This is an optimization exercise on Yosys and OpenROAD, whose aim is small area, not a production implementation. In this exercise RTL edits were held to simulation tests only and were not proved equivalent to the original. No activity file was given, so power comes from the tool's default toggle rates.

== main ==
==> flow/design.v (excerpt) <==
module intra_pred_regs (
	input  logic         clk,
	input  logic         rst_n,
	input  logic         ena,
	input  logic [4:0]   blk4x4_counter,
	input  logic [35:0]  pred_wr,          
	input  logic [34:0]  up_wr,            
	input  logic [36:0]  left_wr,          
	input  logic [2:0]   preload_counter,
	input  logic [95:0]  line_ram,         
	output logic [127:0] intra_pred,
	output logic [127:0] up_mb,
	output logic [127:0] left_mb
);
Size: about 2200 cells after synthesis, roughly 660 flip-flops, ~600 I/O pins, roughly 0.025 mm2 of cells after synthesis.
==> module ip_hold, before the edit <==
module ip_hold #(parameter int W = 32) (
	input  logic         we,
	input  logic         web,
	input  logic [W-1:0] n,
	input  logic [W-1:0] q,
	output logic [W-1:0] d
);
	assign d = ({W{we}} & n) | ({W{web}} & q);
endmodule
export LEC_CHECK = 0
export CAP_MARGIN = 20
export CORE_MARGIN = 2
export CORE_UTILIZATION = 60
export PLACE_DENSITY = 0.75
export SLEW_MARGIN = 20
export SYNTH_HIERARCHICAL = 1
create_clock -name core_clock -period 4.0 [get_ports {clk}]
standard.sh (not shown) runs the stock make flow with config.mk's settings and CLKGATE_MAP_FILE= SYNTH_SCRIPT=/design/flow/synth_recipe.tcl, a recipe that flattens the netlist after the stock synthesis.
==> flow/flow/run.sh <==
#!/bin/bash
# Layout: the standard flow, with two changes:
#  - port buffers are the smallest buffer, buf_1
#  - CTS builds the tree from small clock buffers and adds no dummy loads
set -euo pipefail
bash standard.sh \
  BUFFER_PORTS_ARGS="-buffer_cell sky130_fd_sc_hd__buf_1" \
  CTS_ARGS="-sink_clustering_enable -repair_clock_nets -buf_list sky130_fd_sc_hd__clkbuf_8 -sink_clustering_size 16 -sink_clustering_max_diameter 60 -dont_use_dummy_load" \
  finish > standard_flow.log 2>&1
Relative to main, the following input files were edited for the feature branch:
==> flow/design.v, changed modules only <==
module ip_hold #(parameter int W = 32) (
	input  logic         we,
	input  logic         web,
	input  logic [W-1:0] n,
	input  logic [W-1:0] q,
	output logic [W-1:0] d
);
	for (genvar i = 0; i < W / 8; i++) begin : g_byte
		ip_hold8 u_b (.we(we), .web(web), .n(n[i*8 +: 8]), .q(q[i*8 +: 8]), .d(d[i*8 +: 8]));
	end
endmodule
module ip_hold8 (
	input  logic       we,
	input  logic       web,
	input  logic [7:0] n,
	input  logic [7:0] q,
	output logic [7:0] d
);
	assign d = ({8{we}} & n) | ({8{web}} & q);
endmodule
No stage failed in the feature branch, and the final checks on the layout all came back clean.
The feature branch against main: power share of the combinational group flat; share of the synthesized area in compound gates (AO/OA/AOI/OAI) flat; number of inserted filler cells in the final layout flat; synthesized area down about 0.4%; number of buffers other than clock buffers in the final layout up 0.61%.
Changes observed in the feature branch relative to main: minimum clock period after layout lost 120 ps; total inserted antenna cells picked up an extra 3; total power neither gained nor lost much.
Count of clock-buffer cells in the layout (lower): the feature branch
main → the feature branch: placed instance area neither gained nor lost much; post-detailed-routing wire length moved up.

--- another note on this design; it stands on its own ---

## try-fjord
Design intra_pred_regs, start of the top module:
module intra_pred_regs (
	input  logic         clk,
	input  logic         rst_n,
	input  logic         ena,
	input  logic [4:0]   blk4x4_counter,
	input  logic [35:0]  pred_wr,          
	input  logic [34:0]  up_wr,            
	input  logic [36:0]  left_wr,          
	input  logic [2:0]   preload_counter,
	input  logic [95:0]  line_ram,         
	output logic [127:0] intra_pred,
	output logic [127:0] up_mb,
	output logic [127:0] left_mb
);
Size in the first run: roughly 600 I/O pins.
Settings: LEC_CHECK=0, CAP_MARGIN=20, CORE_MARGIN=2, CORE_UTILIZATION=70, PLACE_DENSITY=0.85, SLEW_MARGIN=20, SYNTH_HIERARCHICAL=1; clock period 4.0 ns.
standard.sh (not shown) runs the stock make flow with config.mk's settings and CLKGATE_MAP_FILE= SYNTH_SCRIPT=/design/flow/synth_recipe.tcl, a recipe that flattens the netlist after the stock synthesis.
==> flow/flow/run.sh <==
#!/bin/bash
# Layout: the standard flow, with two changes:
#  - port buffers are the smallest buffer, buf_1
#  - CTS builds the tree from small clock buffers and adds no dummy loads
set -euo pipefail
bash standard.sh \
  BUFFER_PORTS_ARGS="-buffer_cell sky130_fd_sc_hd__buf_1" \
  CTS_ARGS="-sink_clustering_enable -repair_clock_nets -buf_list sky130_fd_sc_hd__clkbuf_8 -sink_clustering_size 16 -sink_clustering_max_diameter 60 -dont_use_dummy_load" \
  finish > standard_flow.log 2>&1
Inputs modified between try-fjord and try-onyx:
Settings: changing CORE_UTILIZATION from 70 to 80; changing PLACE_DENSITY from 0.85 to 0.9.
Findings:
Having completed the whole flow, try-onyx delivered a layout that passed the timing, DRC and antenna checks.
try-fjord finished all stages; the layout is clean.
Placement row count down 4 in try-onyx wrt try-fjord
Compared with try-fjord, in try-onyx cell area after layout decreased about 0.4%; internal power contribution essentially unchanged.
Inputs modified between try-onyx and try-delta:
Settings: a change of PLACE_DENSITY from 0.9 to 0.75; a change of CORE_UTILIZATION from 80 to 60.
Notes after the runs:
Between try-onyx and try-delta, the difference in synthesized cell count is negligible. Per the comparison of try-delta with try-onyx, critical path data required time closely matched the old numbers, detailed-routing iteration count for the pre-antenna-repair pass decreased by 2 relative to the old numbers, power drawn by the combinational cells decreased by about 2% relative to the old numbers, global-route wire length before repair decreased by 11,000 µm relative to the old numbers. From try-onyx to try-delta the numbers moved as follows: highest achievable clock rate fell 3.1 MHz, internal power rose 0.36%, area of the core rose 10,000 µm², combined area of the multi-input logic cells about even. Taking try-onyx as the reference, in try-delta hold slack decreased 100 ps, ratio of final minimum period to clock period now sits higher.
Edits applied to the flow inputs when going from try-delta to try-indigo:
==> flow/flow/run.sh <==
#!/bin/bash
# Layout: the standard flow, with two changes:
#  - port buffers are the smallest buffer, buf_1
#  - CTS builds the tree from small clock buffers and adds no dummy loads
set -euo pipefail
bash standard.sh \
  BUFFER_PORTS_ARGS="-buffer_cell sky130_fd_sc_hd__buf_1" \
  CTS_ARGS="-sink_clustering_enable -repair_clock_nets -buf_list sky130_fd_sc_hd__clkbuf_4 -sink_clustering_size 10 -sink_clustering_max_diameter 40 -dont_use_dummy_load" \
  finish > standard_flow.log 2>&1
--- outcome ---
Both conditions hold for try-indigo: the flow ran to the end and the final layout passed the timing, DRC and antenna checks.
Setup WNS try-delta -> try-indigo: better
Compared with try-delta, try-indigo degrades wire length reported by the detailed router.
Comparing try-indigo against try-delta, there is no change at all in starting density of the core.

## static timing again, ports no longer ideal
The flow's constraints put no driver on any port. The routed layouts listed below were extracted and timed again, unchanged, in two steps. Step 1 (the two cells are an assumption about what drives the block):
set clk [get_ports {clk}]
set_driving_cell -lib_cell sky130_fd_sc_hd__clkbuf_16 $clk
set_driving_cell -lib_cell sky130_fd_sc_hd__buf_2 [delete_from_list [all_inputs] $clk]
Step 2 moves the port delays by t, midway between the first and last clock arrival at a register: inputs arrive t later, outputs are due t later. That takes back most of the time a late clock gives input paths. Three values: no drivers, after step 1, after step 2; two values: the first two.
run	shift t [ns]	slack for setup (ns)	hold WS [ns]	worst register clock-pin slew, ns	worst slew at a driven data input, ns
main	0.689	0.427 / 0.407 / 0.170	0.087 / 0.102 / 0.466	0.10 / 0.10	0.13
the feature branch	0.694	0.543 / 0.498 / 0.498	0.099 / 0.137 / 0.462	0.11 / 0.11	0.13
try-fjord	0.657	0.373 / 0.347 / 0.347	0.112 / 0.151 / 0.463	0.10 / 0.10	0.14
try-onyx	0.642	0.551 / 0.501 / 0.501	0.306 / 0.360 / 0.467	0.11 / 0.11	0.24
try-delta	0.692	0.513 / 0.493 / 0.493	0.202 / 0.171 / 0.465	0.10 / 0.10	0.14
try-indigo	0.858	0.547 / 0.527 / 0.515	0.230 / 0.220 / 0.462	0.12 / 0.12	0.15
After both steps setup and hold are still met in every run listed. For main, which loses most, drivers alone change the setup slack by -0.020 ns; drivers and shift together by -0.257 ns.
